What follows belongs to an exercise in optimizing a design on an open flow for small area, a short achievable clock period and few clock cycles per item; a production flow would make more cautious choices. Where RTL was checked, it was by simulation tests only, not by an equivalence proof against the original. No functional check of the RTL was part of runs 7 and 8. No activity file was given, so power comes from the tool's default toggle rates.

[design.v]
package srp_pkg;
    localparam int DATA_W = 31;
    localparam int CFG_W  = 7;
    localparam logic [CFG_W-1:0] WINDOW_SIZE_RESET = 7'd4;
    typedef struct packed {
        logic ready;
        logic last;
    } srp_ctrl_t;
endpackage
module srp_lf (input logic nx, input logic r, output logic gt, output logic nlt);
    assign gt  = ~(nx | r);
    assign nlt = ~(nx & r);
endmodule
module srp_lfi (input logic nx, input logic r, output logic ngt, output logic lt);
    assign ngt = nx | r;
    assign lt  = nx & r;
endmodule
module srp_n0 (input logic gh, input logic nlh, input logic gl, input logic nll,
               output logic ng, output logic l);
    assign ng = ~(gh | (nlh & gl));
    assign l  = ~(nlh & (gh | nll));
endmodule
module srp_n1 (input logic ngh, input logic lh, input logic ngl, input logic ll,
               output logic g, output logic nl);
    assign g  = ~(ngh & (lh | ngl));
    assign nl = ~(lh | (ngh & ll));
endmodule
module srp_cmp (input logic [30:0] nx, input logic [30:0] r, output logic lt, output logic gt);
    logic [15:0] ng1, l1;
    logic [7:0]  g2, nl2;
    logic [3:0]  ng3, l3;
    logic [1:0]  g4, nl4;
    logic        ng5;
    for (genvar i = 0; i < 15; i++) begin : g_l1
        logic gh, nlh, gl, nll;
        srp_lf u_h (.nx(nx[2*i+2]), .r(r[2*i+2]), .gt(gh), .nlt(nlh));
        srp_lf u_l (.nx(nx[2*i+1]), .r(r[2*i+1]), .gt(gl), .nlt(nll));
        srp_n0 u_n (.gh(gh), .nlh(nlh), .gl(gl), .nll(nll), .ng(ng1[i+1]), .l(l1[i+1]));
    end
    srp_lfi u_b0 (.nx(nx[0]), .r(r[0]), .ngt(ng1[0]), .lt(l1[0]));
    for (genvar i = 0; i < 8; i++) begin : g_l2
        srp_n1 u_n (.ngh(ng1[2*i+1]), .lh(l1[2*i+1]), .ngl(ng1[2*i]), .ll(l1[2*i]),
                    .g(g2[i]), .nl(nl2[i]));
    end
    for (genvar i = 0; i < 4; i++) begin : g_l3
        srp_n0 u_n (.gh(g2[2*i+1]), .nlh(nl2[2*i+1]), .gl(g2[2*i]), .nll(nl2[2*i]),
                    .ng(ng3[i]), .l(l3[i]));
    end
    for (genvar i = 0; i < 2; i++) begin : g_l4
        srp_n1 u_n (.ngh(ng3[2*i+1]), .lh(l3[2*i+1]), .ngl(ng3[2*i]), .ll(l3[2*i]),
                    .g(g4[i]), .nl(nl4[i]));
    end
    srp_n0 u_top (.gh(g4[1]), .nlh(nl4[1]), .gl(g4[0]), .nll(nl4[0]), .ng(ng5), .l(lt));
    assign gt = ~ng5;
endmodule
module srp_pr4 (input logic [3:0] v, input logic hi, output logic [3:0] s, output logic any);
    assign s[3] = v[3] & ~hi;
    assign s[2] = v[2] & ~hi & ~v[3];
    assign s[1] = v[1] & ~hi & ~v[3] & ~v[2];
    assign s[0] = v[0] & ~hi & ~v[3] & ~v[2] & ~v[1];
    assign any  = |v;
endmodule
module srp_nor2 (input logic a, input logic b, output logic y);
    assign y = ~(a | b);
endmodule
module srp_nand2 (input logic a, input logic b, output logic y);
    assign y = ~(a & b);
endmodule
module srp_inv (input logic a, output logic y);
    assign y = ~a;
endmodule
module srp_prio64 (input logic [63:0] v, output logic [63:0] s);
    logic [15:0] g;       
    logic [15:0] hi;      
    logic [15:0] t0, u1, t2, u3;
    assign t0 = {1'b0, g[15:1]};
    for (genvar k = 0; k < 16; k++) begin : g_s1
        if (k + 1 < 16) begin : g_a srp_nor2 u (.a(t0[k]), .b(t0[k+1]), .y(u1[k])); end
        else begin : g_b srp_inv u (.a(t0[k]), .y(u1[k])); end
    end
    for (genvar k = 0; k < 16; k++) begin : g_s2
        if (k + 2 < 16) begin : g_a srp_nand2 u (.a(u1[k]), .b(u1[k+2]), .y(t2[k])); end
        else begin : g_b srp_inv u (.a(u1[k]), .y(t2[k])); end
    end
    for (genvar k = 0; k < 16; k++) begin : g_s3
        if (k + 4 < 16) begin : g_a srp_nor2 u (.a(t2[k]), .b(t2[k+4]), .y(u3[k])); end
        else begin : g_b srp_inv u (.a(t2[k]), .y(u3[k])); end
    end
    for (genvar k = 0; k < 16; k++) begin : g_s4
        if (k + 8 < 16) begin : g_a srp_nand2 u (.a(u3[k]), .b(u3[k+8]), .y(hi[k])); end
        else begin : g_b srp_inv u (.a(u3[k]), .y(hi[k])); end
    end
    for (genvar k = 0; k < 16; k++) begin : g_grp
        srp_pr4 u (.v(v[4*k+3:4*k]), .hi(hi[k]), .s(s[4*k+3:4*k]), .any(g[k]));
    end
endmodule
module srp_ao8 (input logic [7:0] s, input logic [7:0] d, output logic y);
    assign y = |(s & d);
endmodule
module srp_or8 (input logic [7:0] a, output logic y);
    assign y = |a;
endmodule
module srp_sel64 (input logic [63:0] s, input logic [63:0][30:0] d, output logic [30:0] y);
    for (genvar b = 0; b < 31; b++) begin : g_bit
        logic [7:0] p;
        for (genvar k = 0; k < 8; k++) begin : g_grp
            logic [7:0] col;
            for (genvar i = 0; i < 8; i++) begin : g_c
                assign col[i] = d[8*k+i][b];
            end
            srp_ao8 u (.s(s[8*k+7:8*k]), .d(col), .y(p[k]));
        end
        srp_or8 u_or (.a(p), .y(y[b]));
    end
endmodule
module srp_pg (input logic gh, input logic th, input logic gl, input logic tl,
               output logic g, output logic t);
    assign g = gh | (th & gl);
    assign t = th & tl;
endmodule
module srp_gc (input logic gh, input logic th, input logic gl, output logic g);
    assign g = gh | (th & gl);
endmodule
module srp_sb (input logic a, input logic b, output logic g, output logic t, output logic h);
    assign g = a & ~b;
    assign t = a | ~b;
    assign h = ~(a ^ b);
endmodule
module srp_xor (input logic a, input logic b, output logic y);
    assign y = a ^ b;
endmodule
module srp_sub (input logic [30:0] a, input logic [30:0] b, output logic [30:0] y);
    logic [31:0] g [0:5];
    logic [31:0] t [0:5];
    logic [30:0] h;
    assign g[0][0] = 1'b1;
    assign t[0][0] = 1'b0;
    for (genvar i = 0; i < 31; i++) begin : g_leaf
        srp_sb u (.a(a[i]), .b(b[i]), .g(g[0][i+1]), .t(t[0][i+1]), .h(h[i]));
    end
    for (genvar l = 0; l < 5; l++) begin : g_lvl
        for (genvar i = 0; i < 32; i++) begin : g_pos
            if ((i >> l) % 2 == 1) begin : g_c
                localparam int J = ((i >> l) << l) - 1;
                if (i < (1 << (l + 1))) begin : g_fin
                    srp_gc u (.gh(g[l][i]), .th(t[l][i]), .gl(g[l][J]), .g(g[l+1][i]));
                    assign t[l+1][i] = 1'b0;
                end else begin : g_mid
                    srp_pg u (.gh(g[l][i]), .th(t[l][i]), .gl(g[l][J]), .tl(t[l][J]),
                              .g(g[l+1][i]), .t(t[l+1][i]));
                end
            end else begin : g_p
                assign g[l+1][i] = g[l][i];
                assign t[l+1][i] = t[l][i];
            end
        end
    end
    for (genvar i = 0; i < 31; i++) begin : g_sum
        srp_xor u (.a(h[i]), .b(g[5][i]), .y(y[i]));
    end
endmodule
module sliding_window_range_peak #(
    parameter int WINDOW_MAX = 64
) (
    input  logic                      clk,
    input  logic                      rst_n,
    input  logic                      cfg_we,
    input  logic [srp_pkg::CFG_W-1:0] cfg_wdata,
    input  logic                      s_tvalid,
    output logic                      s_tready,
    input  logic [31:0]               s_tdata,
    input  logic                      s_tlast,
    output logic                      m_tvalid,
    input  logic                      m_tready,
    output logic [63:0]               m_tdata,
    output logic                      m_tuser,
    output logic                      m_tlast
);
    localparam int DW   = srp_pkg::DATA_W;
    localparam int WM   = 64;
    localparam int UMAX = 5;                
    localparam int N    = WM + UMAX - 1;    
    localparam int TW   = 3;                
    logic [6:0] cfg_eff, weff;
    always_comb
        if (cfg_wdata == 7'd0)      cfg_eff = 7'd1;
        else if (cfg_wdata > 7'd64) cfg_eff = 7'd64;
        else                        cfg_eff = cfg_wdata;
    always_ff @(posedge clk or negedge rst_n)
        if (!rst_n)      weff <= srp_pkg::WINDOW_SIZE_RESET;
        else if (cfg_we) weff <= cfg_eff;
    logic [WM-1:0] incl;
    always_ff @(posedge clk)
        for (int a = 0; a < WM; a++) incl[a] <= (weff > a);
    logic            tr, fresh, replay, pclr, armed, ov, bvalid;
    logic [6:0]      n_cnt, ph;
    logic [TW-1:0]   wc, cc, ucnt;
    logic [UMAX-1:0] fph;
    logic            wr, clr;
    logic [6:0]      n_next;
    assign wr     = s_tvalid & tr;
    assign n_next = fresh ? 7'd1 : ((n_cnt == 7'd64) ? n_cnt : n_cnt + 7'd1);
    assign clr    = pclr & fph[0];
    logic [UMAX-1:0] rb_rdy, rb_last;
    always_ff @(posedge clk)
        if (wr) begin
            rb_rdy  <= {rb_rdy[UMAX-2:0],  (n_next >= weff)};
            rb_last <= {rb_last[UMAX-2:0], s_tlast};
        end
    logic [N-1:0][DW-1:0] ring;
    logic [N-1:0]         fmx, fmn;
    logic [WM-1:1]        lt, cen;
    logic [DW-1:0]        nx;
    assign nx = ~ring[0];
    for (genvar j = 1; j < WM; j++) begin : g_cmp
        logic unused;
        srp_cmp u_cmp (.nx(nx), .r(ring[j]), .lt(lt[j]), .gt(unused));
        assign cen[j] = fph[1] | (ph > 7'(j));
    end
    always_ff @(posedge clk) begin
        ring[0] <= wr ? s_tdata[DW-1:0] : ring[N-1];
        for (int i = 1; i < N; i++) ring[i] <= ring[i-1];
    end
    always_ff @(posedge clk) begin
        fmx[0] <= ~wr & ~clr & fmx[N-1];
        fmn[0] <= ~wr & ~clr & fmn[N-1];
        for (int i = 1; i < N; i++) begin
            if (i - 1 >= 1 && i - 1 < WM) begin
                fmx[i] <= ~clr & (fmx[i-1] | (cen[i-1] & ~lt[i-1]));
                fmn[i] <= ~clr & (fmn[i-1] | (cen[i-1] &  lt[i-1]));
            end else begin
                fmx[i] <= ~clr & fmx[i-1];
                fmn[i] <= ~clr & fmn[i-1];
            end
        end
    end
    logic          ev, rdy_e, last_e;
    logic [TW-1:0] etag;
    always_comb begin
        ev     = 1'b0;
        etag   = '0;
        rdy_e  = 1'b0;
        last_e = 1'b0;
        for (int k = 0; k < UMAX; k++) begin
            ev     = ev     | (fph[k] & (ucnt > TW'(k)));
            etag   = etag   | ({TW{fph[k]}} & (wc - TW'(1 + k)));
            rdy_e  = rdy_e  | (fph[k] & rb_rdy[k]);
            last_e = last_e | (fph[k] & rb_last[k]);
        end
        ev = ev & (~replay | armed);
    end
    logic [WM-1:0]         vmx, vmn, smx, smn;
    logic [WM-1:0][DW-1:0] win;
    always_comb
        for (int a = 0; a < WM; a++) begin
            vmx[a] = incl[a] & ~fmx[a+1];
            vmn[a] = incl[a] & ~fmn[a+1];
            win[a] = ring[a+1];
        end
    srp_prio64 u_pmx (.v(vmx), .s(smx));
    srp_prio64 u_pmn (.v(vmn), .s(smn));
    logic [DW-1:0] selmx, selmn;
    srp_sel64 u_smx (.s(smx), .d(win), .y(selmx));
    srp_sel64 u_smn (.s(smn), .d(win), .y(selmn));
    logic          va;
    logic [TW-1:0] taga;
    logic          rdya, lasta;
    logic [DW-1:0] mxa, mna;
    always_ff @(posedge clk) begin
        mxa   <= selmx;
        mna   <= selmn;
        taga  <= etag;
        rdya  <= rdy_e;
        lasta <= last_e;
    end
    logic          vb;
    logic [TW-1:0] tagb;
    logic          rdyb, lastb;
    logic [DW-1:0] spread, diff;
    srp_sub u_sub (.a(mxa), .b(mna), .y(diff));
    always_ff @(posedge clk) begin
        spread <= rdya ? diff : '0;
        tagb   <= taga;
        rdyb   <= rdya;
        lastb  <= lasta;
    end
    logic [DW-1:0] best_reg, best_out, spread_q, bestout_q;
    logic          rdy_q, last_q;
    logic          commit, drop;
    assign best_reg = (bvalid & ~last_q) ? bestout_q : '0;
    logic sp_gt, sp_lt;
    srp_cmp u_best (.nx(~spread), .r(best_reg), .lt(sp_lt), .gt(sp_gt));
    assign best_out = sp_gt ? spread : best_reg;
    assign commit   = vb & (tagb == cc) & (~ov | m_tready);
    assign drop     = vb & ~commit;
    always_ff @(posedge clk)
        if (commit) begin
            spread_q  <= spread;
            bestout_q <= best_out;
            rdy_q     <= rdyb;
            last_q    <= lastb;
        end
    logic [TW-1:0]   u_n;
    logic            fresh_n, replay_n;
    logic [UMAX-1:0] fph_n;
    always_comb begin
        u_n      = ucnt + TW'(wr) - TW'(commit);
        fresh_n  = wr ? s_tlast : fresh;
        replay_n = (replay | drop) & (u_n != '0);
        fph_n[1] = wr | fph[2];
        fph_n[0] = ~wr & fph[1];
        for (int k = 2; k < UMAX - 1; k++) fph_n[k] = ~wr & fph[k+1];
        fph_n[UMAX-1] = ~wr & (ph == 7'(N - UMAX + 1));
    end
    always_ff @(posedge clk or negedge rst_n)
        if (!rst_n) begin
            tr     <= 1'b0;
            fresh  <= 1'b1;
            replay <= 1'b0;
            pclr   <= 1'b0;
            armed  <= 1'b0;
            ov     <= 1'b0;
            n_cnt  <= 7'd0;
            ph     <= 7'd0;
            fph    <= UMAX'(2);
            wc     <= '0;
            cc     <= '0;
            ucnt   <= '0;
            va     <= 1'b0;
            vb     <= 1'b0;
            bvalid <= 1'b0;
        end else begin
            tr     <= ~replay_n & (u_n < TW'(UMAX)) & ((fresh_n & (u_n == '0)) | fph_n[1]);
            fresh  <= fresh_n;
            replay <= replay_n;
            pclr   <= replay_n & (drop | (pclr & ~clr));
            armed  <= replay_n & ~drop & (armed | clr);
            ov     <= commit | (ov & ~m_tready);
            if (wr) n_cnt <= n_next;
            ph     <= wr ? 7'd0 : ((ph == 7'(N - 1)) ? 7'd0 : ph + 7'd1);
            fph    <= fph_n;
            wc     <= wc + TW'(wr);
            cc     <= cc + TW'(commit);
            ucnt   <= u_n;
            va     <= ev;
            vb     <= va;
            if (commit) bvalid <= 1'b1;
        end
    assign s_tready = tr;
    assign m_tvalid = ov;
    assign m_tdata  = {2'b00, bestout_q, spread_q};
    assign m_tuser  = rdy_q;
    assign m_tlast  = last_q;
endmodule
[run.sh]
#!/bin/bash
# synth_recipe.tcl (not shown) runs the flow's synth.tcl, then flattens the netlist and writes it again
# the make line also repeats each setting of config.mk as NAME=value (left out here)
make -C /OpenROAD-flow-scripts/flow DESIGN_CONFIG=/design/flow/config.mk WORK_HOME=/design/flow/orfs CLKGATE_MAP_FILE= SYNTH_SCRIPT=/design/flow/synth_recipe.tcl finish
[config.mk]
export PLATFORM = sky130hd
export DESIGN_NAME = sliding_window_range_peak
export DESIGN_NICKNAME = sliding_window_range_peak
export VERILOG_FILES = /design/flow/design.v
export SDC_FILE = /design/flow/constraint.sdc
export NUM_CORES = 8
export LEC_CHECK = 0
export CAP_MARGIN = 20
export CORE_MARGIN = 2
export CORE_UTILIZATION = 30
export CTS_CLUSTER_DIAMETER = 100
export CTS_CLUSTER_SIZE = 25
export SETUP_SLACK_MARGIN = 4.1
export SLEW_MARGIN = 20
export SYNTH_HIERARCHICAL = 1
[constraint.sdc]
create_clock -name core_clock -period 7.0 [get_ports {clk}]
set_input_delay 1.4000 -clock core_clock [delete_from_list [all_inputs] [get_ports {clk}]]
set_output_delay 1.4000 -clock core_clock [all_outputs]
set_load 0.01 [all_outputs]
==> flow_summary.ini, run 1 <==
[floorplan]
floorplan.initialDensity_pct = 30.1
chipHeight_um = 639
die_x_um = 639
core_region_area_sq_um = 402000
ioPinCount = 113
rows = 233
die-area_sq_um = 408000

[global_routing]
grt_pass1_wl_mm = 820
track_usage_pct = 27.7
gr-total-overflow = 0
grt_antenna_before_repair = 46
grt_max_degree = 127
grt_pass1_vias = 110000

[cts]
tritoncts = yes
cts.sinks = 2529
cts-buffers-inserted = 116
cts.hold.buffers_added = 0
cts-root-buf = clkbuf_16
path_clk_slew_ns = 0.10
clk_latency_ns = 0.87
htreeDepth = 3
clock_path_buffers = 3

[setup_path]
rr_endpoint = mxa[9]
slowest_stage = nor4_4
cp_slowest_stage_delay_ns = 0.82
crit_end = mxa[9]
critPathCaptureType = flip-flop
cp_max_fo = 7
r2r_slack_ns = 3.45
path_class = flip-flop to flip-flop
r2r_cells = 15
crit_cells = 15
start_kind = flip-flop
cp_num_buf_inv = 4
required_ns = 7.69
r2r-start = incl[55]
worst-endpoint-arrival_ns = 4.24
path_cells = nor2b_4 > or4_4 > nor2_4 > nand2_2 > nor2_2 > nand2_2 > buf_12 > nor4b_4 > buf_6 > buf_12 > buf_16 > a22oi_2 > nand4_1 > nor4_4 > nand2_1
crit_path_start = incl[55]
cpLargestDelayFamily = simple AND/OR/NAND/NOR gates

[placement]
port_buffers = 109
post_dp_cell_area_sq_um = 132000
dp_hpwl_mm = 417
gp_congestion = 1.07
dpl_worst_slack_ns = 2.50

[yosys]
avgSynthCellArea_sq_um = 8.36
syn_area_sq_um = 121000
yosysWarnings = 12
syn_inst = 14500

[route]
drt_first_pass_iters = 8
drt_iter0_drc = 18300
vias = 124000
detail_route.wl_per_cell_um = 29.1
viasPerCell = 6.01
drt.antenna.violating_nets = 0
drc = 0
finalWirelength_mm = 600

[layout]
fin_area_sq_um = 144000
drive_gt1_share_pct = 23.4
num-nets-final = 15400
fin_util_pct = 35.9
area_growth_syn_to_layout_pct = 19.3

[worst_hold_path]
hold_depth = 0
hp-class = flip-flop to flip-flop

[power_and_ir_drop]
leakagePower_nw = 54.4
p_per_area_nw_per_um2 = 163
ir_worst_vdd_mv = 0.242

[timing]
slew_headroom_pct = 12.2
max_freq_mhz = 282
final-setup-viol-count = 0
maxSlewViolCount = 0
period_needed_ns = 3.55
hold_viol_final = 0
fin_crit_sh_pct = 50.6
rsz0062_at_grt = true
tns_ns = 0
tightestPinTransition_ns = 1.31
setup_ws_ns = 3.45
finalClockSkew_ns = 0.0440

[run]
maxCapViolCount = 0

[run_status]
status = complete, no violations
[metal layers]
| layer | GRT usage [%] | wire [um] |
|---|---|---|
| met5 | 0.307 | 533 |
| met4 | 22.2 | 59100 |
| met3 | 10.1 | 82300 |
| met2 | 38.0 | 233000 |
| met1 | 34.5 | 225000 |
[how the worst min path moves through the flow]
stage	start	end	slack, ns
after global placement	ring[2050]	ring[2081]	0.31
after CTS	ring[2030]	ring[2061]	0.30
after global routing	ring[2030]	ring[2061]	0.31
after detailed placement	ring[2018]	ring[2049]	0.31
final	ring[2030]	ring[2061]	0.31
after floorplan	lasta	lastb	0.31
[cell type report]
class,instances,area (sq um)
clock buffer,140,3130
timing repair inverter,16,105
fill,40500,258000
sequential,2529,51700
clock inverter,24,249
tap,5287,6620
antenna,25,62.6
timing repair buffer,768,9080
multi-input combinational,11600,72200
inverter,259,1130
[registers in the layout, indices dropped and copies added (netlist names), 7 cells and up]
signal and flops:
mxa 31, spread_q 31, ph 7, spread 31
ring 2108, fmn 68, incl 64, bestout_q 31
n_cnt 7, mna 31, fmx 68, weff 7
[placed cells by master (no fill, tap or decap), types with 39 or more instances in the layout]
master           instances
buf_4                  334
nand2_2                 42
o21ai_0                 80
a21o_1                  82
buf_2                   64
nand4_1                498
dfxtp_2                 44
o21ai_2                 58
and2_2                  66
mux2_2                  64
clkbuf_16              140
and2_4                  47
o21ai_1               1758
edfxtp_1                74
inv_1                  203
buf_6                  115
a22oi_1               1925
a21oi_2               1790
nor4_1                  48
nor2b_2                 43
nor2_1                2035
nand2_1               2064
dfxtp_1               2359
nor2b_4                 94
clkinvlp_4              45
nor4_2                  93
and2_1                 111
a22oi_2                 64
dfrtp_1                 39
buf_12                 121
clkdlybuf4s50_1         42
ha_1                    83
a21oi_1                107
[where the power goes]
group	switching (mW)	leakage (nW)	internal, mW	total (mW)
clock	5.12	1.66	3.24	8.36
combinational	0.348	32.2	0.230	0.578
sequential	0.0527	20.5	14.5	14.5
[through the flow]
| stage | std cells | hold slack (ns) | power [mW] |
|---|---|---|---|
| after global routing | 20600 | 0.309 | 24.0 |
| after CTS | 20500 | 0.301 | 23.4 |
| after detailed placement | 20100 | 0.312 | 15.3 |
| final | 20700 | 0.306 | 23.5 |
| after floorplan | 14500 | 0.310 | 15.0 |
| after global placement | 20100 | 0.310 | 15.3 |
[timing repair]
| item | CTS | global route |
|---|---|---|
| endpoints found under the setup margin | 299 | 205 |
| buffers inserted | 203 | 104 |
| gates cloned | 59 | 28 |
| pin swaps | 259 | 223 |
| gates resized for setup | 1044 | 377 |
Testbench counts, summed over its fixed seeds: cycles 12,778, items 12,482.
==> run 2: changes to the inputs <==
--- a/config.mk
+++ b/config.mk
@@ -9,3 +9,3 @@
 export CORE_MARGIN = 2
-export CORE_UTILIZATION = 30
+export CORE_UTILIZATION = 40
 export CTS_CLUSTER_DIAMETER = 100
==> flow_summary.ini, run 2 <==
[cts]
cts.hold.buffers_added = 0
path_clk_slew_ns = 0.10
cts-buffers-inserted = 121
tritoncts = yes
clock_path_buffers = 3
htreeDepth = 3
cts-root-buf = clkbuf_16
clk_latency_ns = 0.89
cts.sinks = 2529

[floorplan]
core_region_area_sq_um = 300000
rows = 201
chipHeight_um = 554
floorplan.initialDensity_pct = 40.3
die_x_um = 554
ioPinCount = 113
die-area_sq_um = 307000

[setup_path]
cp_max_fo = 7
critPathCaptureType = flip-flop
r2r-start = incl[63]
path_class = flip-flop to flip-flop
worst-endpoint-arrival_ns = 4.36
required_ns = 7.68
start_kind = flip-flop
crit_path_start = incl[63]

[timing]
maxSlewViolCount = 0
final-setup-viol-count = 0
period_needed_ns = 3.68
setup_ws_ns = 3.32
rsz0062_at_grt = true
max_freq_mhz = 272
finalClockSkew_ns = 0.0682
hold_viol_final = 0
slew_headroom_pct = 23.7
tightestPinTransition_ns = 1.14
fin_crit_sh_pct = 52.6
tns_ns = 0
whs_ns = 0.323

[route]
vias = 121000
drt.antenna.violating_nets = 0
drc = 0
drt_first_pass_iters = 7
detail_route.wl_per_cell_um = 30.2
drt_iter0_drc = 16300
finalWirelength_mm = 579
viasPerCell = 6.30

[layout]
fin_util_pct = 46.7
regMostFlops = ring
layout_commonest_cell = dfxtp_1
multi_input_area_sq_um = 71800
reg.largest.list = ring (2108), fmn (68), fmx (68)
filler_cell_count = 29000
seq_area_sq_um = 51600
num-nets-final = 15300
layout.cells.non_filler = 19200
final_cell_mix = dfxtp_1 (2374), nand2_1 (2086), nor2_1 (2049)
largest_reg_flops = 2108
drive_gt1_share_pct = 22.0
area_growth_syn_to_layout_pct = 16.0

[power_and_ir_drop]
ir_worst_vdd_mv = 0.261
p_per_area_nw_per_um2 = 170
sw_frac_of_total_pct = 23.3
comb_power_share_pct = 2.2
pwr-share-clk_pct = 36.9
pwr-share-seq_pct = 60.8
leakagePower_nw = 53.4
p_int_mw = 18.3
power_switching_mw = 5.58

[yosys]
yosysWarnings = 12
syn_inst = 14500
avgSynthCellArea_sq_um = 8.36
syn_area_sq_um = 121000

[global_routing]
gr-total-overflow = 0
grt_antenna_before_repair = 32
grt_max_degree = 127
track_usage_pct = 36.0
grt_pass1_vias = 108000
grt_pass1_wl_mm = 800

[placement]
port_buffers = 109
gp_congestion = 1.10
dp_hpwl_mm = 415
dpl_worst_slack_ns = 2.31
dpl.cell_count = 18700

[worst_hold_path]
hp-start = ring[2039]
hp-class = flip-flop to flip-flop

[run_status]
status = complete, no violations

[run]
maxCapViolCount = 0
run 2: area by class of cell:
class,instances,share of cell area [%]
multi-input cells,11600,51.2
flip-flops and latches,2529,36.8
repair buffers,622,4.85
well taps,3958,3.53
clock buffers,145,2.31
inverters,259,0.804
clock inverters,37,0.400
diodes,19,0.0339
repair inverters,3,0.0143
run 2: worst max-delay path: stages (launching register included):
cell and delay (ns):
dfxtp_2 0.34, nor2b_4 0.16, or4_4 0.24, nor2_4 0.05, inv_2 0.09, clkinvlp_4 0.12
buf_6 0.13, buf_12 0.13, clkinv_8 0.06, nor4_4 0.04, and2_4 0.21, buf_12 0.17
a22oi_2 0.18, nand4_1 0.44, nor4_4 0.95, nand2_2 0.18
run 2: worst paths after layout:
path / endpoint / slack [ns] / cells after the start
worst max register to register: mna[1] / 3.32 / 15
worst min register to register: ring[2070] / 0.32 / 0
max in group asynchronous: ph[1] / 5.84 / 2
worst max-delay path: mna[1] / 3.32 / 15
min in group asynchronous: cc[2] / 0.64 / 2
worst min-delay path: ring[2070] / 0.32 / 0
run 2: power groups by stage:
| stage | logic, mW | clock network (mW) | registers, mW |
|---|---|---|---|
| 2_1_floorplan | 0.209 | 0 | 14.8 |
| 4_1_cts | 0.493 | 8.89 | 14.5 |
| 3_3_place_gp | 0.380 | 0 | 14.9 |
| 5_1_grt | 0.542 | 9.37 | 14.5 |
| 6_report | 0.532 | 8.83 | 14.5 |
| 3_5_place_dp | 0.380 | 0 | 14.9 |
run 2: metal layers:
metal | GRT usage [%] | part of all wire, %
met2 | 49.9 | 39
met1 | 45.2 | 38
met4 | 24.7 | 8.4
met3 | 14.3 | 14
met5 | 0 | 0.046
run 2: repair_timing:
action | CTS | global route
endpoints found under the setup margin | 294 | 194
resized for setup | 928 | 246
pin swaps | 198 | 182
setup buffers | 174 | 52
gates cloned | 26 | 17
run 2: per-stage QoR:
step	cell area (sq um)	power [mW]
2_1_floorplan	122000	15.0
3_3_place_gp	130000	15.2
3_5_place_dp	130000	15.2
4_1_cts	138000	23.9
5_1_grt	140000	24.5
6_report	140000	23.9
==> run 3: changes to the inputs <==
--- a/config.mk
+++ b/config.mk
@@ -9,6 +9,6 @@
 export CORE_MARGIN = 2
-export CORE_UTILIZATION = 40
+export CORE_UTILIZATION = 30
 export CTS_CLUSTER_DIAMETER = 100
 export CTS_CLUSTER_SIZE = 25
-export SETUP_SLACK_MARGIN = 4.1
+export SETUP_SLACK_MARGIN = 3.8
 export SLEW_MARGIN = 20
==> flow_summary.ini, run 3 <==
[global_routing]
track_usage_pct = 23.7
grt_max_degree = 127
grt_antenna_before_repair = 45
gr-total-overflow = 0
grt_pass1_wl_mm = 725
grt_pass1_vias = 107000

[cts]
clk_latency_ns = 0.86
clock_path_buffers = 3
cts-buffers-inserted = 120
cts-root-buf = clkbuf_16
htreeDepth = 3
cts.hold.buffers_added = 0
cts.sinks = 2529
tritoncts = yes
path_clk_slew_ns = 0.10

[floorplan]
ioPinCount = 113
rows = 233
die-area_sq_um = 408000
die_x_um = 639
chipHeight_um = 639
core_region_area_sq_um = 402000
floorplan.initialDensity_pct = 30.1

[timing]
max_freq_mhz = 296
hold_viol_final = 0
maxSlewViolCount = 0
final-setup-viol-count = 0
tns_ns = 0
period_needed_ns = 3.38
whs_ns = 0.335
finalClockSkew_ns = 0.0476
slew_headroom_pct = 19.9
tightestPinTransition_ns = 1.20
rsz0062_at_grt = true
fin_crit_sh_pct = 48.3
setup_ws_ns = 3.62

[route]
drt.antenna.violating_nets = 0
drc = 0
viasPerCell = 5.88
finalWirelength_mm = 523
drt_iter0_drc = 14900
vias = 120000
drt_first_pass_iters = 8
detail_route.wl_per_cell_um = 25.7

[placement]
dpl.cell_count = 20000
dpl_worst_slack_ns = 2.81
port_buffers = 109
gp_congestion = 0.977
dp_hpwl_mm = 376

[layout]
filler_cell_count = 40900
layout.cells.non_filler = 20400
num-nets-final = 15100
largest_reg_flops = 2108
drive_gt1_share_pct = 20.4
multi_input_area_sq_um = 71400
seq_area_sq_um = 51600
final_cell_mix = dfxtp_1 (2382), nand2_1 (2080), nor2_1 (2038)
area_growth_syn_to_layout_pct = 16.0
reg.largest.list = ring (2108), fmn (68), fmx (68)
regMostFlops = ring
layout_commonest_cell = dfxtp_1

[run_status]
status = complete, no violations

[setup_path]
cp_max_fo = 7
worst-endpoint-arrival_ns = 4.09
slowest_stage = nor4_4
critPathCaptureType = flip-flop
cp_slowest_stage_delay_ns = 0.70
path_cells = nor2b_1 > or4_4 > nor2_4 > nand2_2 > nor2_4 > nand2_4 > buf_12 > nor4b_4 > buf_6 > buf_6 > clkbuf_16 > a22oi_1 > nand4_1 > nor4_4 > nand2_1
required_ns = 7.71
path_class = flip-flop to flip-flop
start_kind = flip-flop

[yosys]
syn_inst = 14500
avgSynthCellArea_sq_um = 8.36
syn_area_sq_um = 121000
yosysWarnings = 12

[worst_hold_path]
hp-class = flip-flop to flip-flop

[power_and_ir_drop]
ir_worst_vdd_mv = 0.222
leakagePower_nw = 52.5
p_per_area_nw_per_um2 = 169

[run]
maxCapViolCount = 0
[run 3: changes by cell type in the layout (fill, tap and decap cells not counted), moves of 40 or more]
cell	change
buf_2	-55
buf_6	-40
nor4_1	+47
buf_4	-78
nor4_2	-46
clkdlybuf4s50_1	+47
[run 3: per-stage QoR]
stage / power [mW] / util, % / area [sq um]
detailed placement: 15.3 / 32.7 / 132000
global placement: 15.3 / 32.7 / 132000
CTS: 23.7 / 34.1 / 137000
global route: 24.3 / 34.9 / 140000
finish: 23.7 / 34.9 / 140000
floorplan: 15.0 / - / 122000
[run 3: worst paths after layout]
path                       startpoint    endpoint  slack, ns  depth (start not counted)
max in group asynchronous       rst_n    n_cnt[0]       5.90                          2
min in group asynchronous       rst_n      bvalid       0.65                          2
hold / removal             ring[2050]  ring[2081]       0.33                          0
hold reg to reg            ring[2050]  ring[2081]       0.33                          0
setup reg to reg             incl[44]     mna[27]       3.62                         15
setup / recovery             incl[44]     mna[27]       3.62                         15
[run 3: area by class of cell]
cell class                 count  area share (%)
antenna                       23          0.0410
multi-input combinational  11600            50.9
timing repair buffer         484            4.06
clock buffer                 145            2.31
inverter                     259           0.777
sequential                  2529            36.8
timing repair inverter        12          0.0553
tap                         5287            4.72
clock inverter                40           0.316
[run 3: per-layer routing]
layer	share of wire [%]	track usage [%]	vias to the layer above
li1	-	-	54700
met3	12	7.93	1307
met4	6.3	11.3	28
met1	39	30.6	57200
met2	42	35.3	6589
met5	0.12	0.390	-
[run 3: repair_timing]
| action | 4_1_cts | 5_1_grt |
|---|---|---|
| setup buffers | 21 | 83 |
| endpoints found under the setup margin | 201 | 176 |
| gates cloned | 19 | 33 |
| pin swaps | 56 | 216 |
| resized for setup | 385 | 429 |
[run 3: critical path, delay by kind of cell (launching register included)]
kind,cells,cell delay [ns]
AND/OR/NAND/NOR,10,2.05
flip-flops,1,0.35
AO/OA/AOI/OAI,1,0.21
buffers and inverters,4,0.61
[run 3: where the power goes]
part | internal, mW | total (mW) | switching (mW)
registers | 14.5 | 14.5 | 0.0320
clock network | 3.53 | 8.66 | 5.13
logic | 0.204 | 0.545 | 0.341
total | 18.2 | 23.7 | 5.50
==> run 4: changes to the inputs <==
--- a/design.v
+++ b/design.v
@@ -55,43 +55,2 @@
 endmodule
-module srp_pr4 (input logic [3:0] v, input logic hi, output logic [3:0] s, output logic any);
-    assign s[3] = v[3] & ~hi;
-    assign s[2] = v[2] & ~hi & ~v[3];
-    assign s[1] = v[1] & ~hi & ~v[3] & ~v[2];
-    assign s[0] = v[0] & ~hi & ~v[3] & ~v[2] & ~v[1];
-    assign any  = |v;
-endmodule
-module srp_nor2 (input logic a, input logic b, output logic y);
-    assign y = ~(a | b);
-endmodule
-module srp_nand2 (input logic a, input logic b, output logic y);
-    assign y = ~(a & b);
-endmodule
-module srp_inv (input logic a, output logic y);
-    assign y = ~a;
-endmodule
-module srp_prio64 (input logic [63:0] v, output logic [63:0] s);
-    logic [15:0] g;       
-    logic [15:0] hi;      
-    logic [15:0] t0, u1, t2, u3;
-    assign t0 = {1'b0, g[15:1]};
-    for (genvar k = 0; k < 16; k++) begin : g_s1
-        if (k + 1 < 16) begin : g_a srp_nor2 u (.a(t0[k]), .b(t0[k+1]), .y(u1[k])); end
-        else begin : g_b srp_inv u (.a(t0[k]), .y(u1[k])); end
-    end
-    for (genvar k = 0; k < 16; k++) begin : g_s2
-        if (k + 2 < 16) begin : g_a srp_nand2 u (.a(u1[k]), .b(u1[k+2]), .y(t2[k])); end
-        else begin : g_b srp_inv u (.a(u1[k]), .y(t2[k])); end
-    end
-    for (genvar k = 0; k < 16; k++) begin : g_s3
-        if (k + 4 < 16) begin : g_a srp_nor2 u (.a(t2[k]), .b(t2[k+4]), .y(u3[k])); end
-        else begin : g_b srp_inv u (.a(t2[k]), .y(u3[k])); end
-    end
-    for (genvar k = 0; k < 16; k++) begin : g_s4
-        if (k + 8 < 16) begin : g_a srp_nand2 u (.a(u3[k]), .b(u3[k+8]), .y(hi[k])); end
-        else begin : g_b srp_inv u (.a(u3[k]), .y(hi[k])); end
-    end
-    for (genvar k = 0; k < 16; k++) begin : g_grp
-        srp_pr4 u (.v(v[4*k+3:4*k]), .hi(hi[k]), .s(s[4*k+3:4*k]), .any(g[k]));
-    end
-endmodule
 module srp_ao8 (input logic [7:0] s, input logic [7:0] d, output logic y);
@@ -99,16 +58,32 @@
 endmodule
-module srp_or8 (input logic [7:0] a, output logic y);
-    assign y = |a;
-endmodule
-module srp_sel64 (input logic [63:0] s, input logic [63:0][30:0] d, output logic [30:0] y);
-    for (genvar b = 0; b < 31; b++) begin : g_bit
-        logic [7:0] p;
-        for (genvar k = 0; k < 8; k++) begin : g_grp
+module srp_lp8 (input logic [7:0] v, output logic [7:0] s, output logic any);
+    always_comb
+        for (int i = 0; i < 8; i++) begin
+            s[i] = v[i];
+            for (int k = i + 1; k < 8; k++) s[i] = s[i] & ~v[k];
+        end
+    assign any = |v;
+endmodule
+module srp_pick64 (input logic [63:0] v, input logic [63:0][30:0] d, output logic [30:0] y);
+    logic [7:0]       ga, gs;
+    logic [7:0][7:0]  ls;
+    logic [7:0][30:0] lv;
+    for (genvar g = 0; g < 8; g++) begin : g_grp
+        srp_lp8 u_lp (.v(v[8*g+7:8*g]), .s(ls[g]), .any(ga[g]));
+        for (genvar b = 0; b < 31; b++) begin : g_bit
             logic [7:0] col;
             for (genvar i = 0; i < 8; i++) begin : g_c
-                assign col[i] = d[8*k+i][b];
+                assign col[i] = d[8*g+i][b];
             end
-            srp_ao8 u (.s(s[8*k+7:8*k]), .d(col), .y(p[k]));
+            srp_ao8 u (.s(ls[g]), .d(col), .y(lv[g][b]));
+        end
+    end
+    logic gany;
+    srp_lp8 u_gp (.v(ga), .s(gs), .any(gany));
+    for (genvar b = 0; b < 31; b++) begin : g_out
+        logic [7:0] col;
+        for (genvar g = 0; g < 8; g++) begin : g_c
+            assign col[g] = lv[g][b];
         end
-        srp_or8 u_or (.a(p), .y(y[b]));
+        srp_ao8 u (.s(gs), .d(col), .y(y[b]));
     end
@@ -251,3 +226,3 @@
     end
-    logic [WM-1:0]         vmx, vmn, smx, smn;
+    logic [WM-1:0]         vmx, vmn;
     logic [WM-1:0][DW-1:0] win;
@@ -259,7 +234,5 @@
         end
-    srp_prio64 u_pmx (.v(vmx), .s(smx));
-    srp_prio64 u_pmn (.v(vmn), .s(smn));
     logic [DW-1:0] selmx, selmn;
-    srp_sel64 u_smx (.s(smx), .d(win), .y(selmx));
-    srp_sel64 u_smn (.s(smn), .d(win), .y(selmn));
+    srp_pick64 u_smx (.v(vmx), .d(win), .y(selmx));
+    srp_pick64 u_smn (.v(vmn), .d(win), .y(selmn));
     logic          va;
@@ -293,3 +266,3 @@
     assign best_out = sp_gt ? spread : best_reg;
-    assign commit   = vb & (tagb == cc) & (~ov | m_tready);
+    assign commit   = tag_ok & (~ov | m_tready);
     assign drop     = vb & ~commit;
@@ -305,4 +278,13 @@
     logic [UMAX-1:0] fph_n;
+    logic [TW-1:0] u_up, u_dn;
+    logic          tag_ok;
+    assign u_up   = ucnt + TW'(1);
+    assign u_dn   = ucnt - TW'(1);
+    assign tag_ok = vb & (tagb == cc);
     always_comb begin
-        u_n      = ucnt + TW'(wr) - TW'(commit);
+        case ({wr, commit})
+            2'b10:   u_n = u_up;
+            2'b01:   u_n = u_dn;
+            default: u_n = ucnt;
+        endcase
         fresh_n  = wr ? s_tlast : fresh;
==> flow_summary.ini, run 4 <==
[run_status]
status = complete, no violations

[layout]
layout_commonest_cell = dfxtp_1
largest_reg_flops = 2108
area_growth_syn_to_layout_pct = 12.4
reg.largest.list = ring (2108), fmn (68), fmx (68)
drive_gt1_share_pct = 18.4
num-nets-final = 15000
final_cell_mix = dfxtp_1 (2406), nor2_1 (2121), a22oi_1 (2038)
fin_util_pct = 33.8
regMostFlops = ring
fin_area_sq_um = 137000

[timing]
tightestPinTransition_ns = 1.30
rsz0062_at_grt = true
slew_headroom_pct = 13.4
finalClockSkew_ns = 0.0852
setup_ws_ns = 3.72
period_needed_ns = 3.28
final-setup-viol-count = 0
whs_ns = 0.323
tns_ns = 0
max_freq_mhz = 305
maxSlewViolCount = 0
fin_crit_sh_pct = 46.9
hold_viol_final = 0

[worst_hold_path]
hp-class = flip-flop to flip-flop
hp-start = ring[2025]
hold_depth = 0
whs_endpoint = ring[2056]

[cts]
path_clk_slew_ns = 0.10
cts.sinks = 2529
clock_path_buffers = 4
cts-buffers-inserted = 123
clk_latency_ns = 0.98
htreeDepth = 3
cts-root-buf = clkbuf_16
cts.hold.buffers_added = 0
tritoncts = yes

[setup_path]
start_kind = flip-flop
path_cells = nor2b_1 > nor4_4 > and3b_2 > a22oi_1 > nand4_1 > a22oi_2 > nand4_1
worst-endpoint-arrival_ns = 4.08
cp_slowest_stage_delay_ns = 0.66
r2r_cells = 7
required_ns = 7.80
path_class = flip-flop to flip-flop
critPathCaptureType = flip-flop
cpMostUsedCell = nand4_1
slowest_stage = a22oi_2
r2r-start = incl[46]
cp_max_fo = 31
rr_endpoint = mxa[28]
r2r_slack_ns = 3.72

[power_and_ir_drop]
power_switching_mw = 23.4
pwr-share-clk_pct = 17.9
sw_frac_of_total_pct = 47.5
comb_power_share_pct = 43.1
p_int_mw = 25.9
ir_worst_vdd_mv = 0.327
p_per_area_nw_per_um2 = 359
pwr-share-seq_pct = 39.0
leakagePower_nw = 49.2

[floorplan]
chipHeight_um = 642
die-area_sq_um = 412000
floorplan.initialDensity_pct = 30.1
core_region_area_sq_um = 406000
die_x_um = 642
rows = 234
ioPinCount = 113

[route]
vias = 124000
finalWirelength_mm = 616
viasPerCell = 6.11
detail_route.wl_per_cell_um = 30.3
drt_iter0_drc = 19500
drc = 0
drt.antenna.violating_nets = 0
drt_first_pass_iters = 8

[global_routing]
grt_pass1_wl_mm = 848
track_usage_pct = 28.3
grt_antenna_before_repair = 75
grt_pass1_vias = 110000
gr-total-overflow = 0
grt_max_degree = 127

[yosys]
yosysWarnings = 13
avgSynthCellArea_sq_um = 8.42
syn_inst = 14500
syn_area_sq_um = 122000

[run]
maxCapViolCount = 0

[placement]
dp_hpwl_mm = 442
gp_congestion = 1.05
port_buffers = 109
post_dp_cell_area_sq_um = 132000
dpl_worst_slack_ns = 3.09
## run 4: what timing repair did
action	4_1_cts	5_1_grt
setup endpoints to repair	268	185
pin swaps	13	26
gates cloned	10	2
gates resized for setup	318	107
setup buffers	18	3
## run 4: metrics by stage
stage | power (mW) | std cells
6_report | 49.3 | 20300
5_1_grt | 50.7 | 20300
4_1_cts | 48.1 | 20300
3_5_place_dp | 38.9 | 20100
3_3_place_gp | 38.6 | 20100
2_1_floorplan | 30.4 | 14500
## run 4: worst max path at each step
stage               end     start  cells after the start  slack (ns)
6_report        mxa[28]  incl[46]                      7        3.72
5_1_grt         fmn[17]  ring[30]                     11        3.79
4_1_cts         mxa[26]   incl[7]                      9        3.69
3_5_place_dp    mxa[26]  incl[63]                      9        3.09
3_3_place_gp   ring[27]  s_tvalid                      6        3.10
2_1_floorplan        tr  m_tready                      7        3.30
## run 4: power by group through the flow
stage | clock network [mW] | logic (mW) | registers [mW]
floorplan | 0 | 12.5 | 17.9
global placement | 0 | 19.3 | 19.3
detailed placement | 0 | 19.5 | 19.4
CTS | 8.82 | 20.2 | 19.0
global route | 9.28 | 22.0 | 19.4
finish | 8.81 | 21.3 | 19.2
## run 4: critical path, delay by kind of cell (launching register included)
family / cells / cell delay, ns
flip-flops: 1 / 0.34
AO/OA/AOI/OAI: 2 / 0.99
AND/OR/NAND/NOR: 5 / 1.74
## run 4: per-layer routing
layer / part of all wire (%) / GRT usage [%]
met5: 0.051 / 0
met4: 8.8 / 19.8
met3: 14 / 9.64
met2: 40 / 40.1
met1: 38 / 35.9
## run 4: final cells by class
class	count	area (sq um)
Timing Repair inverter	5	35.0
Antenna cell	24	60.1
Clock inverter	31	435
Tap cell	5428	6790
Timing Repair Buffer	298	2910
Clock buffer	143	3240
Fill cell	41900	269000
Sequential cell	2529	51600
Multi-Input combinational cell	11700	71100
Inverter	212	973
Testbench counts of run 4, summed over its fixed seeds: cycles 12,778, items 12,482.
==> run 5: changes to the inputs <==
--- a/config.mk
+++ b/config.mk
@@ -12,3 +12,3 @@
 export CTS_CLUSTER_SIZE = 25
-export SETUP_SLACK_MARGIN = 3.8
+export SETUP_SLACK_MARGIN = 4.3
 export SLEW_MARGIN = 20
==> flow_summary.ini, run 5 <==
[run_status]
status = complete, no violations

[cts]
cts-buffers-inserted = 124
path_clk_slew_ns = 0.11
tritoncts = yes
clock_path_buffers = 4
cts-root-buf = clkbuf_16
clk_latency_ns = 1.03
htreeDepth = 3
cts.sinks = 2529

[setup_path]
critPathCaptureType = flip-flop
path_class = flip-flop to flip-flop
slowest_stage = nand4_1
cp_max_fo = 8
cp_num_buf_inv = 3
required_ns = 7.83
worst-endpoint-arrival_ns = 3.93
cp_slowest_stage_delay_ns = 0.63
path_cells = nor2b_4 > nor4_4 > buf_6 > buf_8 > and3_4 > buf_12 > a22oi_2 > nand4_1 > a22oi_2 > nand4_1
start_kind = flip-flop
cpLargestDelayFamily = simple AND/OR/NAND/NOR gates

[timing]
tightestPinTransition_ns = 1.25
slew_headroom_pct = 16.5
fin_crit_sh_pct = 44.3
maxSlewViolCount = 0
finalClockSkew_ns = 0.109
hold_viol_final = 0
setup_ws_ns = 3.90
period_needed_ns = 3.10
tns_ns = 0
max_freq_mhz = 322
final-setup-viol-count = 0
rsz0062_at_grt = true

[placement]
post_dp_cell_area_sq_um = 132000
dpl_worst_slack_ns = 2.98
port_buffers = 109
gp_congestion = 1.04
dp_hpwl_mm = 438
dpl.cell_count = 20100

[layout]
layout_commonest_cell = dfxtp_1
drive_gt1_share_pct = 23.9
num-nets-final = 15400
area_growth_syn_to_layout_pct = 19.8
layout.cells.non_filler = 20900
reg.largest.list = ring (2108), fmn (68), fmx (68)
largest_reg_flops = 2108
fin_area_sq_um = 146000
filler_cell_count = 41100
final_cell_mix = dfxtp_1 (2361), nor2_1 (2084), nand2_1 (2003)
regMostFlops = ring

[floorplan]
chipHeight_um = 642
die_x_um = 642
ioPinCount = 113
die-area_sq_um = 412000
core_region_area_sq_um = 406000
floorplan.initialDensity_pct = 30.1
rows = 234

[yosys]
avgSynthCellArea_sq_um = 8.42
syn_area_sq_um = 122000
syn_inst = 14500
yosysWarnings = 13

[worst_hold_path]
hp-class = flip-flop to flip-flop

[route]
vias = 133000
finalWirelength_mm = 714
viasPerCell = 6.36
detail_route.wl_per_cell_um = 34.2
drt_first_pass_iters = 12
drt_iter0_drc = 23800
drt.antenna.violating_nets = 0
drc = 0

[power_and_ir_drop]
ir_worst_vdd_mv = 0.394
comb_power_share_pct = 48.5
sw_frac_of_total_pct = 48.8
leakagePower_nw = 53.1
fin_total_pwr_mw = 54.7
power_switching_mw = 26.7
pwr-share-seq_pct = 35.4
p_per_area_nw_per_um2 = 374
p_int_mw = 28.0
pwr-share-clk_pct = 16.1

[global_routing]
grt_pass1_vias = 112000
track_usage_pct = 30.4
grt_pass1_wl_mm = 898
gr-total-overflow = 0
grt_max_degree = 127
grt_antenna_before_repair = 84

[run]
maxCapViolCount = 0
-- run 5: area by class of cell --
type                            count  area [sq um]  area share [%]
Antenna cell                       64           160           0.110
Clock buffer                      143          3240            2.21
Clock inverter                     35           408           0.279
Inverter                          212           930           0.636
Multi-Input combinational cell  11700         73900            50.5
Sequential cell                  2529         51700            35.4
Tap cell                         5428          6790            4.64
Timing Repair Buffer              724          9030            6.17
Timing Repair inverter             15           110          0.0753
-- run 5: power by group through the flow --
| stage | Combinational, mW | Sequential (mW) | Clock (mW) |
|---|---|---|---|
| 4_1_cts | 22.4 | 19.1 | 8.75 |
| 2_1_floorplan | 12.5 | 17.9 | 0 |
| 3_3_place_gp | 19.3 | 19.4 | 0 |
| 6_report | 26.5 | 19.4 | 8.81 |
| 5_1_grt | 26.7 | 19.5 | 9.24 |
| 3_5_place_dp | 19.5 | 19.4 | 0 |
-- run 5: stage by stage --
step / hold WS, ns / util [%]
finish: 0.322 / 36.0
global route: 0.329 / 36.0
CTS: 0.330 / 34.7
detailed placement: 0.312 / 32.5
global placement: 0.310 / 32.5
floorplan: 0.310 / -
-- run 5: worst paths after layout --
path                                  from    endpoint  slack (ns)  cells past startpoint
worst max-delay path              incl[19]     mxa[18]        3.90                     10
worst min-delay path            ring[2028]  ring[2059]        0.32                      0
worst max register to register    incl[19]     mxa[18]        3.90                     10
worst min register to register  ring[2028]  ring[2059]        0.32                      0
max in group asynchronous            rst_n       ph[0]        5.90                      2
min in group asynchronous            rst_n          ov        0.46                      2
-- run 5: layer usage --
metal | global-route usage (%) | vias up | wire (um)
li1 | - | 55800 | -
met5 | 0 | - | 762
met2 | 40.4 | 11500 | 260000
met1 | 38.1 | 62600 | 252000
met3 | 12.8 | 2729 | 123000
met4 | 24.3 | 54 | 78300
-- run 5: what timing repair did --
item                                    CTS  global route
pin swaps                                94           228
setup buffers                           140           218
gates resized for setup                 999           440
hold buffers                              0             0
endpoints found under the setup margin  355           310
cloned                                   79            77
==> run 6: changes to the inputs <==
--- a/config.mk
+++ b/config.mk
@@ -12,3 +12,3 @@
 export CTS_CLUSTER_SIZE = 25
-export SETUP_SLACK_MARGIN = 4.3
+export SETUP_SLACK_MARGIN = 4.0
 export SLEW_MARGIN = 20
==> flow_summary.ini, run 6 <==
[worst_hold_path]
hold_depth = 0
hp-class = flip-flop to flip-flop
whs_endpoint = ring[2088]
hp-start = ring[2057]

[global_routing]
grt_max_degree = 127
grt_antenna_before_repair = 66
track_usage_pct = 28.4
grt_pass1_vias = 109000
gr-total-overflow = 0
grt_pass1_wl_mm = 849

[floorplan]
die-area_sq_um = 412000
die_x_um = 642
chipHeight_um = 642
rows = 234
floorplan.initialDensity_pct = 30.1
ioPinCount = 113
core_region_area_sq_um = 406000

[placement]
dp_hpwl_mm = 436
port_buffers = 109
dpl.cell_count = 20100
dpl_worst_slack_ns = 2.81
gp_congestion = 1.05
post_dp_cell_area_sq_um = 132000

[setup_path]
cp_slowest_stage_delay_ns = 0.63
slowest_stage = a22oi_2
critPathCaptureType = flip-flop
required_ns = 7.79
cpLargestDelayFamily = simple AND/OR/NAND/NOR gates
worst-endpoint-arrival_ns = 3.92
path_class = flip-flop to flip-flop
r2r-start = fmx[16]
start_kind = flip-flop
path_cells = nor2b_2 > buf_12 > nor2_2 > and4b_4 > a22oi_1 > nand4_1 > a22oi_2 > nand4_1
cpMostUsedCell = nand4_1
cp_max_fo = 37
rr_endpoint = mxa[24]
r2r_cells = 8
cp_num_buf_inv = 1
r2r_slack_ns = 3.87

[power_and_ir_drop]
p_int_mw = 26.2
ir_worst_vdd_mv = 0.355
pwr-share-seq_pct = 38.4
leakagePower_nw = 49.6
p_per_area_nw_per_um2 = 362
comb_power_share_pct = 43.8
power_switching_mw = 23.9
fin_total_pwr_mw = 50.1
sw_frac_of_total_pct = 47.7
pwr-share-clk_pct = 17.8

[run]
maxCapViolCount = 0

[layout]
filler_cell_count = 41900
area_growth_syn_to_layout_pct = 13.3
multi_input_area_sq_um = 71400
reg.largest.list = ring (2108), fmn (68), fmx (68)
drive_gt1_share_pct = 19.4
layout.cells.non_filler = 20400
num-nets-final = 15000
final_cell_mix = dfxtp_1 (2395), nor2_1 (2111), a22oi_1 (2064)
layout_commonest_cell = dfxtp_1
seq_area_sq_um = 51600
regMostFlops = ring
largest_reg_flops = 2108
fin_area_sq_um = 138000

[run_status]
status = complete, no violations

[route]
drt_iter0_drc = 19300
detail_route.wl_per_cell_um = 30.5
drt.antenna.violating_nets = 0
viasPerCell = 6.10
vias = 125000
finalWirelength_mm = 623
drt_first_pass_iters = 10
drc = 0

[yosys]
yosysWarnings = 13
syn_inst = 14500
syn_area_sq_um = 122000
avgSynthCellArea_sq_um = 8.42

[timing]
slew_headroom_pct = 9.47
finalClockSkew_ns = 0.0940
maxSlewViolCount = 0
hold_viol_final = 0
tightestPinTransition_ns = 1.34
period_needed_ns = 3.13
max_freq_mhz = 320
tns_ns = 0
setup_ws_ns = 3.87
rsz0062_at_grt = true
fin_crit_sh_pct = 44.7
final-setup-viol-count = 0

[cts]
clock_path_buffers = 4
cts.sinks = 2529
cts-buffers-inserted = 125
path_clk_slew_ns = 0.11
clk_latency_ns = 1.00
cts.hold.buffers_added = 0
cts-root-buf = clkbuf_16
tritoncts = yes
htreeDepth = 3
==> run 6: worst max-delay path by stage <==
stage / start / end / cells after the start
floorplan: m_tready / tr / 7
global placement: fmn[16] / mna[11] / 8
detailed placement: fmn[16] / mna[11] / 8
CTS: incl[63] / mna[11] / 9
global route: fmn[48] / mna[20] / 10
finish: fmx[16] / mxa[24] / 8
==> run 6: layer usage <==
layer | wire (um) | track usage (%) | share of wire, %
met1 | 238000 | 36.6 | 38
met2 | 240000 | 39.0 | 38
met3 | 88600 | 10.2 | 14
met4 | 56500 | 19.7 | 9.1
met5 | 196 | 0 | 0.031
==> run 6: layout make-up <==
type	instances	share of cell area, %
multi-input combinational	11700	51.6
sequential	2529	37.3
tap	5428	4.91
timing repair buffer	362	2.57
clock buffer	157	2.45
inverter	212	0.666
clock inverter	34	0.305
timing repair inverter	13	0.0652
antenna	30	0.0543
==> run 6: metrics by stage <==
| stage | hold WS [ns] | utilization, % |
|---|---|---|
| 3_3_place_gp | 0.310 | 32.5 |
| 4_1_cts | 0.325 | 33.8 |
| 6_report | 0.303 | 34.1 |
| 3_5_place_dp | 0.312 | 32.5 |
| 2_1_floorplan | 0.310 | - |
| 5_1_grt | 0.337 | 34.1 |
==> run 6: worst register-to-register path: stages, from the launching register on <==
cell and delay (ns):
dfxtp_1 0.41, nor2b_2 0.20, buf_12 0.30, nor2_2 0.19, and4b_4 0.33, a22oi_1 0.30, nand4_1 0.43, a22oi_2 0.63
nand4_1 0.16
==> run 6: timing repair <==
| action | 4_1_cts | 5_1_grt |
|---|---|---|
| pin swaps | 17 | 37 |
| cloned | 18 | 11 |
| buffers inserted | 49 | 19 |
| endpoints found under the hold margin | 0 | 0 |
| gates resized for setup | 487 | 193 |
| setup endpoints to repair | 309 | 233 |
==> run 6: power by group through the flow <==
stage / Clock (mW) / Combinational, mW / Sequential [mW]
floorplan: 0 / 12.4 / 17.9
global placement: 0 / 19.4 / 19.3
detailed placement: 0 / 19.6 / 19.4
CTS: 8.94 / 20.4 / 19.1
global route: 9.41 / 22.6 / 19.4
finish: 8.92 / 21.9 / 19.2
==> run 7: changes to the inputs <==
--- a/design.v
+++ b/design.v
@@ -188,2 +188,5 @@
     logic [DW-1:0]        nx;
+    logic [WM-1:1]        phgt;
+    always_ff @(posedge clk)
+        phgt <= (wr | (ph == 7'(N - 1))) ? '0 : {phgt[WM-2:1], ~fph[1]};
     assign nx = ~ring[0];
@@ -192,3 +195,3 @@
         srp_cmp u_cmp (.nx(nx), .r(ring[j]), .lt(lt[j]), .gt(unused));
-        assign cen[j] = fph[1] | (ph > 7'(j));
+        assign cen[j] = fph[1] | phgt[j];
     end
==> flow_summary.ini, run 7 <==
[timing]
max_freq_mhz = 310
slew_headroom_pct = 11.2
period_needed_ns = 3.22
finalClockSkew_ns = 0.0916
tns_ns = 0
hold_viol_final = 0
fin_crit_sh_pct = 46.0
final-setup-viol-count = 0
maxSlewViolCount = 0
whs_ns = 0.320
tightestPinTransition_ns = 1.33
rsz0062_at_grt = true

[run]
maxCapViolCount = 0

[power_and_ir_drop]
ir_worst_vdd_mv = 0.464
sw_frac_of_total_pct = 47.2
p_int_mw = 26.8
leakagePower_nw = 50.8
comb_power_share_pct = 43.9
pwr-share-seq_pct = 38.5
power_switching_mw = 24.0
pwr-share-clk_pct = 17.6
p_per_area_nw_per_um2 = 361

[layout]
fin_util_pct = 34.3
layout_commonest_cell = dfxtp_1
fin_area_sq_um = 141000
largest_reg_flops = 2108
multi_input_area_sq_um = 71700
seq_area_sq_um = 52900
reg.largest.list = ring (2108), fmn (68), fmx (68)
num-nets-final = 15300
area_growth_syn_to_layout_pct = 13.9
final_cell_mix = dfxtp_1 (2455), nor2_1 (2243), a22oi_1 (2068)
filler_cell_count = 42100
drive_gt1_share_pct = 19.5
regMostFlops = ring

[setup_path]
cp_max_fo = 31
worst-endpoint-arrival_ns = 4.11
cp_slowest_stage_delay_ns = 0.82
critPathCaptureType = flip-flop
cp_num_buf_inv = 3
cpLargestDelayFamily = simple AND/OR/NAND/NOR gates
path_cells = nor2b_4 > buf_12 > buf_4 > nor4b_4 > buf_4 > a22oi_1 > nand4_1 > a22oi_2 > nand4_1
path_class = flip-flop to flip-flop
start_kind = flip-flop
slowest_stage = nand4_1
required_ns = 7.88

[floorplan]
die-area_sq_um = 417000
ioPinCount = 113
floorplan.initialDensity_pct = 30.1
die_x_um = 646
core_region_area_sq_um = 410000
rows = 235
chipHeight_um = 646

[cts]
clk_latency_ns = 1.01
cts.sinks = 2592
path_clk_slew_ns = 0.12
htreeDepth = 3
cts-buffers-inserted = 125
cts.hold.buffers_added = 0
cts-root-buf = clkbuf_16
clock_path_buffers = 4
tritoncts = yes

[worst_hold_path]
hp-class = flip-flop to flip-flop

[placement]
post_dp_cell_area_sq_um = 133000
port_buffers = 109
gp_congestion = 1.00
dp_hpwl_mm = 433

[yosys]
syn_inst = 14600
syn_area_sq_um = 123000
avgSynthCellArea_sq_um = 8.44
yosysWarnings = 13

[route]
drc = 0
drt.antenna.violating_nets = 0
detail_route.wl_per_cell_um = 29.8
drt_first_pass_iters = 10
drt_iter0_drc = 19400
viasPerCell = 6.05
finalWirelength_mm = 614
vias = 125000

[global_routing]
grt_antenna_before_repair = 43
gr-total-overflow = 0
grt_pass1_vias = 110000
grt_max_degree = 127
track_usage_pct = 28.0
grt_pass1_wl_mm = 843

[run_status]
status = complete, no violations
run 7: cell count changes in the layout (fill, tap and decap cells not counted), sizes merged, moves of 20 or more:
| cell | delta |
|---|---|
| nor2 | +121 |
| and2 | +66 |
| dfxtp | +63 |
| buf | +56 |
| a21oi | -43 |
| nand2 | -40 |
| clkbuf | -33 |
| inv | +32 |
| clkdlybuf4s15 | +21 |
| o21a | -20 |
run 7: metrics by stage:
| stage | power (mW) | instances | worst slack [ns] |
|---|---|---|---|
| after floorplan | 30.6 | 14600 | 3.34 |
| after global placement | 39.2 | 20300 | 2.89 |
| after detailed placement | 39.4 | 20300 | 2.86 |
| after CTS | 49.2 | 20600 | 3.93 |
| after global routing | 52.2 | 20600 | 3.85 |
| final | 50.8 | 20600 | 3.78 |
run 7: area by class of cell:
| cell class | instances | area share [%] |
|---|---|---|
| flip-flops and latches | 2592 | 37.6 |
| well taps | 5451 | 4.85 |
| diodes | 22 | 0.0391 |
| repair inverters | 19 | 0.0943 |
| multi-input cells | 11700 | 51.0 |
| inverters | 246 | 0.743 |
| clock inverters | 27 | 0.325 |
| clock buffers | 140 | 2.32 |
| repair buffers | 427 | 3.08 |
run 7: path summary, 6_finish.rpt:
path | endpoint | slack, ns | depth (start not counted) | startpoint
min | ring[2060] | 0.32 | 0 | ring[2029]
max in group asynchronous | cc[2] | 6.05 | 2 | rst_n
max | mxa[24] | 3.78 | 9 | incl[55]
min in group asynchronous | weff[0] | 0.45 | 2 | rst_n
min reg2reg | ring[2060] | 0.32 | 0 | ring[2029]
max reg2reg | mxa[24] | 3.78 | 9 | incl[55]
run 7: repair_timing:
action,in CTS,in global routing
cloned,28,5
endpoints found under the setup margin,293,210
pin swaps,24,34
setup buffers,80,49
gates resized for setup,547,186
run 7: power groups by stage:
stage	sequential (mW)	combinational (mW)	clock [mW]
2_1_floorplan	18.3	12.3	0
3_3_place_gp	19.6	19.6	0
3_5_place_dp	19.6	19.8	0
4_1_cts	19.4	20.9	8.98
5_1_grt	19.7	23.1	9.43
6_report	19.5	22.3	8.94
run 7: worst register-to-register path: stages, from the launching register on:
cell and delay, ns:
dfxtp_2 0.35, nor2b_4 0.17, buf_12 0.13, buf_4 0.11, nor4b_4 0.04, buf_4 0.32
a22oi_1 0.25, nand4_1 0.82, a22oi_2 0.81, nand4_1 0.16
run 7: metal layers:
metal	up-vias	routed length, um	part of all wire, %	track usage [%]
met2	8630	240000	39	39.3
met3	1693	87100	14	9.61
met5	-	334	0.054	0.162
li1	55200	-	-	-
met4	36	52000	8.5	18.6
met1	59200	235000	38	36.0
==> run 8: changes to the inputs <==
--- a/config.mk
+++ b/config.mk
@@ -9,5 +9,6 @@
 export CORE_MARGIN = 2
-export CORE_UTILIZATION = 30
+export CORE_UTILIZATION = 35
 export CTS_CLUSTER_DIAMETER = 100
 export CTS_CLUSTER_SIZE = 25
+export PLACE_DENSITY = 0.65
 export SETUP_SLACK_MARGIN = 4.0
==> flow_summary.ini, run 8 <==
[run_status]
status = complete, no violations

[cts]
cts.hold.buffers_added = 0
path_clk_slew_ns = 0.10
cts.sinks = 2592
cts-root-buf = clkbuf_16
cts-buffers-inserted = 118
clock_path_buffers = 3
tritoncts = yes
clk_latency_ns = 0.91
htreeDepth = 3

[power_and_ir_drop]
p_int_mw = 26.7
ir_worst_vdd_mv = 0.291
leakagePower_nw = 50.9
power_switching_mw = 24.0
sw_frac_of_total_pct = 47.3
pwr-share-clk_pct = 16.9
comb_power_share_pct = 44.5
p_per_area_nw_per_um2 = 363
pwr-share-seq_pct = 38.6

[timing]
max_freq_mhz = 304
finalClockSkew_ns = 0.0880
fin_crit_sh_pct = 47.0
period_needed_ns = 3.29
slew_headroom_pct = 10.4
tns_ns = 0
hold_viol_final = 0
rsz0062_at_grt = true
tightestPinTransition_ns = 1.34
maxSlewViolCount = 0
final-setup-viol-count = 0

[floorplan]
floorplan.initialDensity_pct = 35.1
die_x_um = 598
core_region_area_sq_um = 352000
die-area_sq_um = 358000
ioPinCount = 113
chipHeight_um = 598
rows = 218

[layout]
reg.largest.list = ring (2108), fmn (68), fmx (68)
fin_util_pct = 39.7
largest_reg_flops = 2108
regMostFlops = ring
area_growth_syn_to_layout_pct = 13.2
drive_gt1_share_pct = 19.3
layout_commonest_cell = dfxtp_1
num-nets-final = 15300
final_cell_mix = dfxtp_1 (2458), nor2_1 (2236), a22oi_1 (2060)
filler_cell_count = 35100
seq_area_sq_um = 52900
multi_input_area_sq_um = 71900

[global_routing]
grt_pass1_vias = 109000
track_usage_pct = 31.9
gr-total-overflow = 0
grt_pass1_wl_mm = 823
grt_max_degree = 127
grt_antenna_before_repair = 65

[route]
drt_iter0_drc = 20200
drc = 0
vias = 126000
viasPerCell = 6.36
detail_route.wl_per_cell_um = 30.7
drt_first_pass_iters = 8
drt.antenna.violating_nets = 0
finalWirelength_mm = 610

[setup_path]
r2r_cells = 7
start_kind = flip-flop
cpMostUsedCell = nand4_1
r2r_slack_ns = 3.71
cp_slowest_stage_delay_ns = 0.81
path_cells = nor2b_4 > buf_4 > and3b_4 > a22oi_1 > nand4_1 > a22oi_2 > nand4_1
required_ns = 7.75
rr_endpoint = mna[27]
r2r-start = incl[63]
cp_max_fo = 16
worst-endpoint-arrival_ns = 4.04
slowest_stage = a22oi_2
path_class = flip-flop to flip-flop
critPathCaptureType = flip-flop

[yosys]
syn_area_sq_um = 123000
yosysWarnings = 13
avgSynthCellArea_sq_um = 8.44
syn_inst = 14600

[run]
maxCapViolCount = 0

[placement]
port_buffers = 109
gp_congestion = 1.04
dp_hpwl_mm = 422

[worst_hold_path]
hp-class = flip-flop to flip-flop
hp-start = ring[2050]
whs_endpoint = ring[2081]
hold_depth = 0
[run 8: timing repair]
| item | CTS | global route |
|---|---|---|
| endpoints found under the setup margin | 354 | 228 |
| gates resized for setup | 382 | 226 |
| cloned | 26 | 25 |
| hold endpoints to repair | 0 | 0 |
| pin swaps | 25 | 51 |
| setup buffers | 67 | 86 |
[run 8: final cells by class]
type,count,share of cell area [%]
multi-input combinational,11700,51.4
sequential,2592,37.8
tap,4620,4.14
timing repair buffer,433,3.19
clock buffer,143,2.27
inverter,246,0.747
clock inverter,22,0.241
timing repair inverter,17,0.0806
antenna,35,0.0627
[run 8: per-layer routing]
metal  global-route usage [%]  share of wire (%)  wire (um)
met5                    0.441              0.059        357
met4                     22.4                9.3      56800
met3                     12.6                 16      96700
met2                     43.1                 38     230000
met1                     41.0                 37     226000
[run 8: power by group through the flow]
| stage | clock network [mW] | registers, mW | logic [mW] |
|---|---|---|---|
| after floorplan | 0 | 18.3 | 12.3 |
| after global placement | 0 | 19.7 | 19.2 |
| after detailed placement | 0 | 19.7 | 19.4 |
| after CTS | 8.57 | 19.4 | 20.6 |
| after global routing | 9.04 | 19.7 | 23.2 |
| final | 8.58 | 19.6 | 22.5 |
[run 8: worst max-delay path by stage]
stage                     startpoint  slack (ns)         end  cells after the start
after floorplan             m_tready        3.34          tr                      7
after global placement      incl[63]        2.87     mxa[24]                      8
after detailed placement    incl[63]        2.85     mxa[24]                      8
after CTS                    ring[5]        3.97     fmn[14]                     10
after global routing          mxa[0]        3.86  spread[18]                     10
final                       incl[63]        3.71     mna[27]                      7
[run 8: stage by stage]
stage	cells	setup WS, ns	hold slack, ns	power [mW]	area (sq um)
after global routing	19800	3.86	0.293	52.0	140000
after detailed placement	19400	2.85	0.312	39.1	132000
after CTS	19700	3.97	0.293	48.5	138000
after global placement	19400	2.87	0.310	38.8	132000
after floorplan	14600	3.34	0.310	30.6	124000
final	19800	3.71	0.282	50.7	140000
[run 8: critical path: cells and delay by family (launching register included)]
| kind | cells | cell delay (ns) |
|---|---|---|
| AND/OR/NAND/NOR | 4 | 1.50 |
| flip-flops | 1 | 0.37 |
| AO/OA/AOI/OAI | 2 | 1.04 |
| buffers and inverters | 1 | 0.25 |

port drivers added, routing unchanged:
How much do the figures lean on ideal ports? The routed layouts below were timed once more, with nothing changed but the port constraints. Step 1, drivers: a clkbuf_16 drives clk and a buf_2 each remaining input, both assumed. Step 2 moves the port delays by t, midway between the first and last clock arrival at a register: inputs arrive t later, outputs are due t later. That takes back most of the time a late clock gives input paths. a / b / c = ideal / step 1 / step 2; a / b = the first two.
run	t, ns	setup WS [ns]	worst setup path after step 2	worst data-port slew with drivers (ns)
run 1	0.954	3.455 / 3.455 / 3.289	input to register	0.08
run 2	0.957	3.318 / 3.318 / 3.299	input to register	0.06
run 3	0.952	3.618 / 3.618 / 2.980	input to register	0.18
run 4	1.046	3.720 / 3.720 / 3.032	input to register	0.14
run 5	1.079	3.896 / 3.896 / 3.401	input to register	0.13
run 6	1.054	3.871 / 3.871 / 3.104	input to register	0.19
run 7	1.066	3.777 / 3.777 / 3.207	input to register	0.09
run 8	0.961	3.707 / 3.707 / 3.239	input to register	0.08
After both steps setup and hold are still met in every run listed. For run 6, which loses most, drivers alone change the setup slack by 0.000 ns; drivers and shift together by -0.767 ns.
